From an optimization exercise on the open Yosys and OpenROAD flow, aimed at small area and a short achievable clock period; shortcuts taken in it are not production practice. At most, simulation tests tie the RTL to the original design; equivalence was not proved. Function not checked in run 2: the RTL went through the layout flow alone. Power figures rest on the tool's default switching activity, not on a simulated workload.

`run.sh`:
```
#!/bin/bash
# synth_recipe.tcl (not shown) runs the flow's synth.tcl, then flattens the netlist and writes it again
# the make line also repeats each setting of config.mk as NAME=value (left out here)
make -C /OpenROAD-flow-scripts/flow DESIGN_CONFIG=/design/flow/config.mk WORK_HOME=/design/flow/orfs CLKGATE_MAP_FILE= SYNTH_SCRIPT=/design/flow/synth_recipe.tcl finish
```
`config.mk`:
```
export PLATFORM = sky130hd
export DESIGN_NAME = mem_responder
export DESIGN_NICKNAME = mem_responder
export VERILOG_FILES = /design/flow/design.v
export SDC_FILE = /design/flow/constraint.sdc
export NUM_CORES = 4
export LEC_CHECK = 0
export CAP_MARGIN = 20
export CORE_MARGIN = 2
export CORE_UTILIZATION = 40
export SLEW_MARGIN = 20
```
`constraint.sdc`:
```
create_clock -name core_clock -period 10.0 [get_ports {CLK}]
set_input_delay 2.0000 -clock core_clock [delete_from_list [all_inputs] [get_ports {CLK}]]
set_output_delay 2.0000 -clock core_clock [all_outputs]
set_load 0.01 [all_outputs]
```
`design.v`:
```
module mem_responder #(
   parameter int          DEPTH_WORDS = 64,
   parameter int          WAIT_CYCLES = 2,
   parameter logic [31:0] PASS_ADR    = 32'd84,
   parameter logic [31:0] PASS_DATA   = 32'd71,
   parameter logic [31:0] ALLOW_ADR   = 32'd80
) (
   input  logic        CLK,
   input  logic        Reset,
   input  logic        MemReq,
   input  logic        MemWrite,
   input  logic [31:0] DataAdr,
   input  logic [31:0] WriteData,
   input  logic [3:0]  ByteEn,
   output logic [31:0] ReadData,
   output logic        MemReady,
   output logic        Done,
   output logic        Pass
);
   localparam int         AW      = $clog2(DEPTH_WORDS);
   localparam logic [3:0] WAIT_LD = 4'(WAIT_CYCLES);
   typedef enum logic [1:0] {
      IDLE = 2'd0,
      WAIT = 2'd1,
      RESP = 2'd2
   } state_t;
   state_t      state;
   state_t      state_nxt;
   logic [3:0]  cnt;
   logic [3:0]  cnt_nxt;
   logic        capture;
   logic        resp;
   logic [31:2] cap_adr;
   logic [31:0] cap_dat;
   logic [3:0]  cap_be;
   logic        cap_wr;
   logic [31:0] mem [DEPTH_WORDS];
   logic [AW-1:0] word_idx;
   logic        commit;
   logic        unused_adr_lsb;
   assign unused_adr_lsb = ^DataAdr[1:0];
   always_ff @(posedge CLK or posedge Reset) begin
      if (Reset) begin
         state   <= IDLE;
         cnt     <= 4'd0;
         cap_adr <= '0;
         cap_dat <= '0;
         cap_be  <= '0;
         cap_wr  <= 1'b0;
      end else begin
         state <= state_nxt;
         cnt   <= cnt_nxt;
         if (capture) begin
            cap_adr <= DataAdr[31:2];
            cap_dat <= WriteData;
            cap_be  <= ByteEn;
            cap_wr  <= MemWrite;
         end
      end
   end
   always_comb begin
      state_nxt = state;
      cnt_nxt   = cnt;
      capture   = 1'b0;
      resp      = 1'b0;
      case (state)
         IDLE: begin
            if (MemReq) begin
               capture = 1'b1;
               cnt_nxt = WAIT_LD;
               state_nxt = (WAIT_CYCLES == 0) ? RESP : WAIT;
            end
         end
         WAIT: begin
            if (cnt <= 4'd1) begin
               cnt_nxt   = 4'd0;
               state_nxt = RESP;
            end else begin
               cnt_nxt = cnt - 4'd1;
            end
         end
         RESP: begin
            resp      = 1'b1;
            state_nxt = IDLE;
         end
         default: begin
            state_nxt = IDLE;
            cnt_nxt   = 4'd0;
         end
      endcase
   end
   assign MemReady = resp;
   assign word_idx = cap_adr[AW+1:2];
   assign commit = resp && cap_wr;
   always_ff @(posedge CLK) begin
      if (commit) begin
         for (int i = 0; i < 4; i++) begin
            if (cap_be[i]) begin
               mem[word_idx][8*i +: 8] <= cap_dat[8*i +: 8];
            end
         end
      end
   end
   assign ReadData = (resp && !cap_wr) ? mem[word_idx] : 32'd0;
   logic done_q;
   logic pass_q;
   logic hit_pass;
   logic hit_allow;
   assign hit_pass  = (cap_adr == PASS_ADR[31:2]) && (cap_dat == PASS_DATA);
   assign hit_allow = (cap_adr == ALLOW_ADR[31:2]);
   always_ff @(posedge CLK or posedge Reset) begin
      if (Reset) begin
         done_q <= 1'b0;
         pass_q <= 1'b0;
      end else if (commit && !done_q) begin
         if (hit_pass) begin
            done_q <= 1'b1;
            pass_q <= 1'b1;
         end else if (!hit_allow) begin
            done_q <= 1'b1;
            pass_q <= 1'b0;
         end
      end
   end
   assign Done = done_q;
   assign Pass = pass_q;
endmodule
```
==> run summary, run 1 <==
----------------------------------------------------
[Layout]
  Layout Utilization ... between 40 and 50%
  Syn-to-layout area delta ... 13.3%
  Net count of the finished layout ... roughly 4.4k
  Layout cell share with drive strength beyond 1 ... between 20% and 30%

[STA]
  Final Hold Fails ... 0
  Setup-failing EPs final ... 0
  Max_slew headroom ... about a fifth
  Period utilisation layout ... about four fifths
  Shortest clock period the worst path allows after layout ... around 8100 ps
  Fin Clk Skew ... approximately 35 ps
  Worst-Margin Slew ... between 1000 and 1500 ps
  Tightest hold margin ... 468 ps
  Sum Neg Setup Slack ... 0 ps
  RSZ-0062 raised after global routing ... false
  Maximum frequency from static timing analysis ... 0.124 GHz
  Number of slew-limit violations in the final report ... 0

[Synth]
  Post-synthesis instance area ... just over 80000 sq um
  Top area cells in the synthesized netlist ... edfxtp_1, mux4_2, mux2_2
  Leading cell type by number of instances after synthesis ... edfxtp_1
  Syn avg cell area ... 19.7 sq um
  Most used flip-flop cell after synthesis ... edfxtp_1
  Net Count, Synth ... roughly 4.3k
  Yosys top cell area share ... 74.6%
  Fraction of the yosys area taken by sequential cells ... between 70% and 80%
  Top cells by instance count after synthesis ... edfxtp_1, nor2_1, mux4_2
  Number of flops mapped to enable cells by yosys ... 2048
  Synth warnings ... 1
  Distinct cells, synth ... 67
  Cell type contributing the most total cell area after synthesis ... edfxtp_1
  Yosys reg bits ... ~2.1k
  Post-synth ARST share ... about 3.5%
  Gate Count Post-Synth ... 4178

[Run status]
  Result of the run ... complete, no violations

[Setup path]
  CP max FO ... slightly below 60
  Crit Path Class ... reg2out
  Crit path max-delay cell type ... dfrtp_4
  Number of buffer and inverter stages on the critical path ... 3
  Arrival time at the worst endpoint ... a little over 6000 ps
  Type of origin of the critical path ... register
  Crit path max-delay family ... buffers and inverters
  Capturing element type of the critical path ... output pin
  Data required, critical path ... about 8000 ps
  Ordered list of cells on the worst path ... buf_4, buf_4, mux4_2, o22ai_1, a2111oi_0, nand3_1, nand4_1, clkdlybuf4s50_1
  Longest individual stage delay on the worst path ... ~1100 ps
  Most numerous cell on the critical path ... buf_4

[Floorplan]
  Die area ... approximately 210000 sq um
  Number of core rows ... 166
  I/O pins ... 107
  Placeable core region ... between 200000 and 250000 sq um
  Chip Height ... about 460 microns
  Initial standard-cell utilization of the core ... between 40% and 50%
  Die outline width ... about 460 microns

[Global route]
  First-pass GRT wire length ... about 310000 microns
  Maximum number of pins on one net before global-route repair ... between 100 and 150
  Total GRT Usage ... 20.8%
  Grt ovf ... 0
  Antenna violations before repair ... 11
  Via count of the first global-routing pass ... ~42k

[Place]
  Buffers added on ports ... between 100 and 150
  Final weighted congestion in routability-driven placement ... 0.846
  DP HPWL ... roughly 140000 microns

[Clock network]
  TritonCTS clock tree ... built
  Number of buffers inserted for hold repair after clock tree synthesis ... 0
  Post-CTS clock slew at the launch and capture registers of the worst setup and hold paths ... roughly 60 ps
  Worst-case clock buffer depth ... 3
  Number of levels in the clock H-tree ... 4
  Clock Latency Late Sink ... approximately 860 ps
  CTS Sinks ... about 2.1k
  Root Buffer Master ... clkbuf_16
  Number of buffers added by the clock tree synthesis step ... 207
  Post-cts repair resize count ... 0
  Total setup buffers inserted after CTS ... 0

[Power]
  Power density of the placed cells ... ~280 nW/um^2
  Relative contribution of combinational cells to total power ... 26.1%
  Net load switching power ... 0.00820 W
  Cell-internal power ... ~0.018 W
  Leak ... 28.7 nW
  Relative contribution of the clock network to total power ... ~30%
  Part of the total power dissipated in sequential elements ... 43.7%
  Max IR drop VDD ... 282 uV
  Power after layout ... around 0.026 W
  Sw frac ... 31.1%

[Route]
  Number of DRC violations after detailed-routing iteration 0 ... roughly 4.8k
  Total wire length ... approximately 220000 microns
  Vias per cell ... between 5 and 6
  Number of vias after detailed routing ... 41.9k
  ANT nets after route ... 0
  Residual DRC count ... 0
  Wire per inst ... ~31 microns
  Number of detailed-route iterations in the first pass ... 6

[Worst hold path]
  Path class of the lowest-slack min-delay path ... reg2reg

[Job]
  Max Cap Viol ... 0

----------------------------------------------------
-- path summary, 6_finish.rpt --
check                      startpoint            to  slack, ps  cells past startpoint
min in group asynchronous       Reset    cap_adr[9]       1690                      2
max in group asynchronous       Reset    cap_adr[3]       7700                      2
max reg2reg                cap_adr[3]    mem[23][4]       5010                      5
max                        cap_adr[3]  ReadData[15]       1950                      8
min reg2reg                  state[1]      state[1]        470                      1
min                          state[1]      state[1]        470                      1
-- cell families (layout without fill, tap and decap cells) --
kind of cell               after synthesis  in the layout  synth area share, %
buffers and inverters                  266            598                 1.70
AOI/OAI and AO/OA                      463            463                 4.28
other                                    0              4                    0
DFF                                   2123           2123                 76.9
muxes                                  690            690                 13.5
xor gates and xnor gates                 1              1               0.0106
adders and majority gates                2              2               0.0304
and+or+nand+nor                        633            633                 3.54
-- state kept, by name, indices dropped and copies added (netlist names) --
name / cells
pass_q: 1
done_q: 1
cap_adr: 30
mem: 2048
cnt: 4
cap_be: 4
cap_wr: 1
cap_dat: 32
state: 2
-- metal layers --
layer	track usage, %	part of all wire (%)	vias to the layer above
met4	7.90	3.9	8
li1	-	-	17600
met5	0	0.020	-
met3	4.01	8.1	338
met1	28.8	41	22200
met2	32.9	47	1834
-- worst reg2reg max path, delay by kind of cell (launching register included) --
family,cells,cell delay [ps]
and+or+nand+nor,3,2450
DFF,1,1070
buffers and inverters,2,1060
-- layout by cell type (no fill, tap or decap), types with 11 or more instances in the layout --
cell type and n:
clkbuf_16 212, nor2_1 324, o22a_1 22, a21oi_1 15, mux2i_1 181, buf_4 95
mux4_2 314, o22ai_1 110, clkbuf_1 44, clkinv_1 41, nand4_1 48, dfrtp_1 39
clkinv_2 30, dfrtp_2 33, nor4_1 11, clkdlybuf4s50_1 104, a22o_1 17, o21ai_0 13
o31ai_1 17, edfxtp_1 2048, nand3_1 17, nor3_1 26, nand2_1 121, o221ai_1 132
a211oi_1 72, mux2_2 191, bufinv_16 26, a22oi_1 22, and3_1 13, nor2b_1 13
-- layout make-up --
class / count / area (sq um)
flip-flops and latches: 2123 / 63400
clock buffers: 263 / 5570
clock inverters: 121 / 1350
inverters: 8 / 37.5
well taps: 2688 / 3360
diodes: 4 / 10.0
repair buffers: 206 / 1890
multi-input cells: 1789 / 17700
fillers: 17300 / 111000
-- power by group through the flow --
stage / clock, W / combinational [W] / sequential, W
after detailed placement: 0 / 0.00690 / 0.0117
after global routing: 0.00838 / 0.00726 / 0.0115
final: 0.00794 / 0.00689 / 0.0115
after CTS: 0.00805 / 0.00692 / 0.0115
after global placement: 0 / 0.00679 / 0.0117
after floorplan: 0 / 0.00383 / 0.0121
-- stage by stage --
stage | area [sq um] | instances | worst slack (ps)
detailed placement | 86400 | 6813 | 2770
CTS | 93300 | 7197 | 1820
floorplan | 82400 | 4178 | 5920
finish | 93300 | 7202 | 1950
global placement | 86400 | 6813 | 2800
global route | 93300 | 7199 | 1750
==> inputs of run 2 (changes only) <==
==> design.v (replaced) <==
module mem_responder #(
   parameter int          DEPTH_WORDS = 64,
   parameter int          WAIT_CYCLES = 2,
   parameter logic [31:0] PASS_ADR    = 32'd84,
   parameter logic [31:0] PASS_DATA   = 32'd71,
   parameter logic [31:0] ALLOW_ADR   = 32'd80
) (
   input  logic        CLK,
   input  logic        Reset,
   input  logic        MemReq,
   input  logic        MemWrite,
   input  logic [31:0] DataAdr,
   input  logic [31:0] WriteData,
   input  logic [3:0]  ByteEn,
   output logic [31:0] ReadData,
   output logic        MemReady,
   output logic        Done,
   output logic        Pass
);
   localparam int AW = $clog2(DEPTH_WORDS);
   logic s1, s2, resp;
   logic idle;
   assign idle = ~(s1 | s2 | resp);
   always_ff @(posedge CLK or posedge Reset) begin
      if (Reset) begin
         s1   <= 1'b0;
         s2   <= 1'b0;
         resp <= 1'b0;
      end else begin
         s1   <= idle & MemReq;
         s2   <= s1;
         resp <= s2;
      end
   end
   assign MemReady = resp;
   logic [AW-1:0] cap_idx;
   logic          cap_hi0;      
   logic [31:0]   cap_dat;
   logic [3:0]    cap_be;
   logic          cap_wr;
   logic unused_adr_lsb;
   assign unused_adr_lsb = ^DataAdr[1:0];
   always_ff @(posedge CLK) begin
      if (idle) begin
         cap_idx <= DataAdr[AW+1:2];
         cap_hi0 <= ~|DataAdr[31:AW+2];
         cap_dat <= WriteData;
         cap_be  <= ByteEn;
         cap_wr  <= MemWrite;
      end
   end
   logic                  mem_ph;
   logic [31:0]           mem_q [DEPTH_WORDS];
   logic [DEPTH_WORDS-1:0] word_hit;
   logic [31:0]           col;
   logic                  commit, commit_h;
   logic                  st_commit;    
   always_ff @(posedge CLK) begin
      mem_ph <= ~mem_ph;
   end
   always_comb begin
      for (int w = 0; w < DEPTH_WORDS; w++) word_hit[w] = (cap_idx == AW'(w));
   end
   always_ff @(posedge CLK or posedge Reset) begin
      if (Reset) st_commit <= 1'b0;
      else       st_commit <= s2 & cap_wr;
   end
   assign commit   = st_commit;
   assign commit_h = resp & cap_wr;
   assign col      = cap_dat ^ {32{mem_ph}};
   for (genvar w = 0; w < DEPTH_WORDS; w++) begin : g_word
      logic [3:0]  wr_set;
      logic [3:0]  wr_hold;
      logic [31:0] nxt;
      assign wr_set  =  ({4{commit   & word_hit[w]}} & cap_be);
      assign wr_hold = ~({4{commit_h & word_hit[w]}} & cap_be);
      for (genvar b = 0; b < 32; b++) begin : g_bit
         assign nxt[b] = ~((mem_q[w][b] | wr_set[b/8]) & (col[b] | wr_hold[b/8]));
      end
      always_ff @(posedge CLK) mem_q[w] <= nxt;
   end
   logic        rd_en;
   logic [31:0] rd_mux;
   logic [31:0] rd_q;
   assign rd_en = s2 & ~cap_wr;
   always_comb begin
      rd_mux = '0;
      for (int w = 0; w < DEPTH_WORDS; w++)
         rd_mux = rd_mux | (mem_q[w] & {32{rd_en & word_hit[w]}});
   end
   always_ff @(posedge CLK or posedge Reset) begin
      if (Reset) rd_q <= '0;
      else       rd_q <= rd_mux ^ {32{rd_en & mem_ph}};
   end
   assign ReadData = rd_q;
   logic done_q, pass_q;
   logic hit_pass, hit_allow;
   assign hit_pass  = cap_hi0 && (cap_idx == PASS_ADR[AW+1:2]) && (cap_dat == PASS_DATA);
   assign hit_allow = cap_hi0 && (cap_idx == ALLOW_ADR[AW+1:2]);
   always_ff @(posedge CLK or posedge Reset) begin
      if (Reset) begin
         done_q <= 1'b0;
         pass_q <= 1'b0;
      end else if (commit && !done_q) begin
         if (hit_pass) begin
            done_q <= 1'b1;
            pass_q <= 1'b1;
         end else if (!hit_allow) begin
            done_q <= 1'b1;
            pass_q <= 1'b0;
         end
      end
   end
   assign Done = done_q;
   assign Pass = pass_q;
endmodule
==> run summary, run 2 <==
----------------------------------------------------
[Run status]
  Result of the run ... complete, no violations (unchanged)

[Floorplan]
  Chip Height ... 434 microns (was 458 microns)
  Initial standard-cell utilization of the core ... 40.3% (was 40.2%)
  Number of core rows ... 157 (was 166)
  I/O pins ... 107 (unchanged)
  Die outline width ... 434 microns (was 458 microns)
  Die area ... 188000 sq um (was 210000 sq um)
  Placeable core region ... 183000 sq um (was 205000 sq um)

[Synth]
  Most used flip-flop cell after synthesis ... dfxtp_1 (was edfxtp_1)
  Gate Count Post-Synth ... 7107 (was 4178)
  Post-synth ARST share ... 1.78% (was 3.53%)
  Syn avg cell area ... 10.4 sq um (was 19.7 sq um)
  Number of flops mapped to enable cells by yosys ... 44 (was 2048)
  Post-synthesis instance area ... 73900 sq um (was 82400 sq um)
  Synth warnings ... 2 (was 1)
  Top area cells in the synthesized netlist ... dfxtp_1, o22ai_1, a22oi_1 (was edfxtp_1, mux4_2, mux2_2)
  Fraction of the yosys area taken by sequential cells ... 58.6% (was 76.9%)
  Yosys reg bits ... 2131 (was 2123)
  Top cells by instance count after synthesis ... o22ai_1, dfxtp_1, a22oi_1 (was edfxtp_1, nor2_1, mux4_2)
  Leading cell type by number of instances after synthesis ... o22ai_1 (was edfxtp_1)
  Distinct cells, synth ... 52 (was 67)
  Cell type contributing the most total cell area after synthesis ... dfxtp_1 (was edfxtp_1)
  Net Count, Synth ... 7179 (was 4252)
  Yosys top cell area share ... 55.5% (was 74.6%)

[STA]
  Max_slew headroom ... 17.0% (was 20.4%)
  Fin Clk Skew ... 36.6 ps (was 35.2 ps)
  RSZ-0062 raised after global routing ... false (unchanged)
  Worst setup slack after layout ... 4360 ps (was 1950 ps)
  Setup-failing EPs final ... 0 (unchanged)
  Worst-Margin Slew ... 1210 ps (was 1190 ps)
  Shortest clock period the worst path allows after layout ... 5640 ps (was 8050 ps)
  Period utilisation layout ... 56.4% (was 80.5%)
  Maximum frequency from static timing analysis ... 0.177 GHz (was 0.124 GHz)
  Sum Neg Setup Slack ... 0 ps (unchanged)
  Final Hold Fails ... 0 (unchanged)
  Number of slew-limit violations in the final report ... 0 (unchanged)

[Clock network]
  Number of buffers added by the clock tree synthesis step ... 212 (was 207)
  Total setup buffers inserted after CTS ... 0 (unchanged)
  Number of buffers inserted for hold repair after clock tree synthesis ... 0 (unchanged)
  Root Buffer Master ... clkbuf_16 (unchanged)
  Post-cts repair resize count ... 0 (unchanged)
  TritonCTS clock tree ... built (unchanged)
  Post-CTS clock slew at the launch and capture registers of the worst setup and hold paths ... 60 ps (about the same)
  Number of levels in the clock H-tree ... 4 (unchanged)
  Worst-case clock buffer depth ... 3 (unchanged)
  CTS Sinks ... 2131 (was 2123)
  Clock Latency Late Sink ... 840 ps (was 860 ps)

[Place]
  Buffers added on ports ... 104 (unchanged)
  Final weighted congestion in routability-driven placement ... 0.881 (was 0.846)
  DP HPWL ... 168000 microns (was 136000 microns)
  Worst setup slack after placement ... 4630 ps (was 2770 ps)
  Placed standard-cell area ... 77500 sq um (was 86400 sq um)

[Power]
  Relative contribution of combinational cells to total power ... 14.0% (was 26.1%)
  Part of the total power dissipated in sequential elements ... 47.5% (was 43.7%)
  Max IR drop VDD ... 189 uV (was 282 uV)
  Sw frac ... 27.9% (was 31.1%)
  Net load switching power ... 0.00585 W (was 0.00820 W)
  Leak ... 31.5 nW (was 28.7 nW)
  Power after layout ... 0.0209 W (was 0.0263 W)
  Relative contribution of the clock network to total power ... 38.5% (was 30.1%)
  Power density of the placed cells ... 247 nW/um^2 (was 282 nW/um^2)
  Cell-internal power ... 0.0151 W (was 0.0181 W)

[Layout]
  Syn-to-layout area delta ... 14.6% (was 13.3%)
  Area of all placed cells without fillers ... 84700 sq um (was 93300 sq um)
  Net count of the finished layout ... 7004 (was 4409)
  Regs by FF count ... mem_q (2048), cap_dat (32), rd_q (32) (was mem (2048), cap_dat (32), cap_adr (30))
  Fill cell count ... 16.9k (was 17.3k)
  Commonest non-fill, non-tap cell in the layout ... o22ai_1 (was edfxtp_1)
  Number of flip-flops under the largest register name ... 2048 (unchanged)
  Layout cell share with drive strength beyond 1 ... 7.92% (was 21.6%)
  Register ranked first by flip-flop count ... mem_q (was mem)
  Most used cells in the layout excluding fill and tap cells ... o22ai_1, dfxtp_1, a22oi_1 (was edfxtp_1, nor2_1, mux4_2)

[Global route]
  Maximum number of pins on one net before global-route repair ... 119 (was 105)
  Grt ovf ... 0 (unchanged)
  First-pass GRT wire length ... 399000 microns (was 313000 microns)
  Total GRT Usage ... 27.7% (was 20.8%)
  Antenna violations before repair ... 8 (was 11)
  Via count of the first global-routing pass ... 61.8k (was 42.0k)

[Route]
  Vias per cell ... 6.80 (was 5.82)
  Wire per inst ... 28.3 microns (was 30.6 microns)
  Residual DRC count ... 0 (unchanged)
  Total wire length ... 271000 microns (was 220000 microns)
  ANT nets after route ... 0 (unchanged)
  Number of vias after detailed routing ... 65.1k (was 41.9k)
  Number of detailed-route iterations in the first pass ... 8 (was 6)
  Number of DRC violations after detailed-routing iteration 0 ... 8483 (was 4779)

[Setup path]
  Crit Path Class ... reg2reg (was reg2out)
  Type of origin of the critical path ... register (unchanged)
  CP max FO ... 44 (was 59)
  Arrival time at the worst endpoint ... 6290 ps (was 6050 ps)
  Data required, critical path ... 10650 ps (was 8000 ps)
  Cells on worst reg2reg path ... 10 (was 5)
  Capturing element type of the critical path ... register (was output pin)

[Worst hold path]
  Path class of the lowest-slack min-delay path ... reg2reg (unchanged)
  Hold path cells ... 1 (unchanged)

[Job]
  Max Cap Viol ... 0 (unchanged)

----------------------------------------------------
run 2: cell types whose count changed after synthesis, moves of 122 or more:
cell,delta
mux2i_1,-149
dfxtp_1,+2049
o22ai_1,+1970
a22oi_1,+518
clkbuf_1,+393
nand3_1,+207
and3_1,+122
edfxtp_1,-2004
mux4_2,-314
mux2_2,-190
run 2: power by group through the flow:
| stage | clock (W) | combinational, W | sequential [W] |
|---|---|---|---|
| after floorplan | 0 | 0.00182 | 0.00994 |
| after global placement | 0 | 0.00277 | 0.0101 |
| after detailed placement | 0 | 0.00283 | 0.0101 |
| after CTS | 0.00812 | 0.00284 | 0.00993 |
| after global routing | 0.00849 | 0.00305 | 0.0100 |
| final | 0.00806 | 0.00293 | 0.00995 |
run 2: worst max-delay path, stage by stage, from the launching register on:
cell and delay (ps):
edfxtp_1 880, buf_4 780, nand4bb_4 730, buf_4 650, nor2_2 340, buf_4 300, a22oi_1 240, nand4_1 260
or4_1 490, or4_1 480, o21ai_0 230
run 2: metal layers:
metal / vias up / share of wire [%] / global-route usage (%)
li1: 28500 / - / -
met1: 32400 / 41 / 37.5
met2: 3554 / 45 / 43.0
met3: 644 / 8.8 / 4.79
met4: 2 / 4.6 / 12.5
met5: - / 0.0048 / 0
run 2: area by class of cell:
| cell class | count | area [sq um] | area share [%] |
|---|---|---|---|
| timing repair buffer | 232 | 2050 | 2.43 |
| clock buffer | 321 | 6380 | 7.53 |
| sequential | 2131 | 43300 | 51.1 |
| tap | 2464 | 3080 | 3.64 |
| antenna | 12 | 30.0 | 0.0355 |
| multi-input combinational | 4352 | 29100 | 34.4 |
| clock inverter | 61 | 696 | 0.822 |
| inverter | 3 | 11.3 | 0.0133 |
run 2: logic make-up after synthesis:
group | share of synthesized area (%)
and+or+nand+nor | 7.14
DFF | 58.6
AOI/OAI and AO/OA | 30.2
xor gates and xnor gates | 0.379
buffers and inverters | 3.28
muxes | 0.449
run 2: worst paths after layout:
kind                         startpoint           end  slack (ps)
min                        mem_q[59][9]  mem_q[59][9]         430
min reg2reg                mem_q[59][9]  mem_q[59][9]         430
max                          cap_idx[3]      rd_q[28]        4360
max reg2reg                  cap_idx[3]      rd_q[28]        4360
min in group asynchronous         Reset      rd_q[27]        1750
max in group asynchronous         Reset      rd_q[12]        7660
run 2: per-stage QoR:
stage / std cells / hold slack, ps / util, %
final: 9576 / 425 / 46.2
after CTS: 9563 / 428 / 46.2
after floorplan: 7107 / 352 / -
after global placement: 9180 / 412 / 42.3
after detailed placement: 9181 / 419 / 42.3
after global routing: 9565 / 438 / 46.2

[afterwards: timing with drivers on the ports]
The flow's constraints put no driver on any port. The routed layouts listed below were extracted and timed again, unchanged, in two steps. Step 1 (the two cells are an assumption about what drives the block):
set clk [get_ports {CLK}]
set_driving_cell -lib_cell sky130_fd_sc_hd__clkbuf_16 $clk
set_driving_cell -lib_cell sky130_fd_sc_hd__buf_2 [delete_from_list [all_inputs] $clk]
Step 2 moves the port delays by t, midway between the first and last clock arrival at a register: inputs arrive t later, outputs are due t later. That takes back most of the time a late clock gives input paths. Three values: ideal ports, drivers, drivers and shift; two values: the first two.
| run | shift t [ns] | slack for setup (ns) | clock arrival spread, ns | worst register clock-pin slew, ns | cell pins on the clock port's net |
|---|---|---|---|---|---|
| run 1 | 0.920 | 1.947 / 1.867 / 2.787 | 0.036 / 0.036 | 0.07 / 0.07 | 1 |
| run 2 | 0.917 | 4.360 / 4.360 / 4.360 | 0.038 / 0.037 | 0.07 / 0.07 | 1 |
After both steps setup and hold are still met in every run listed.
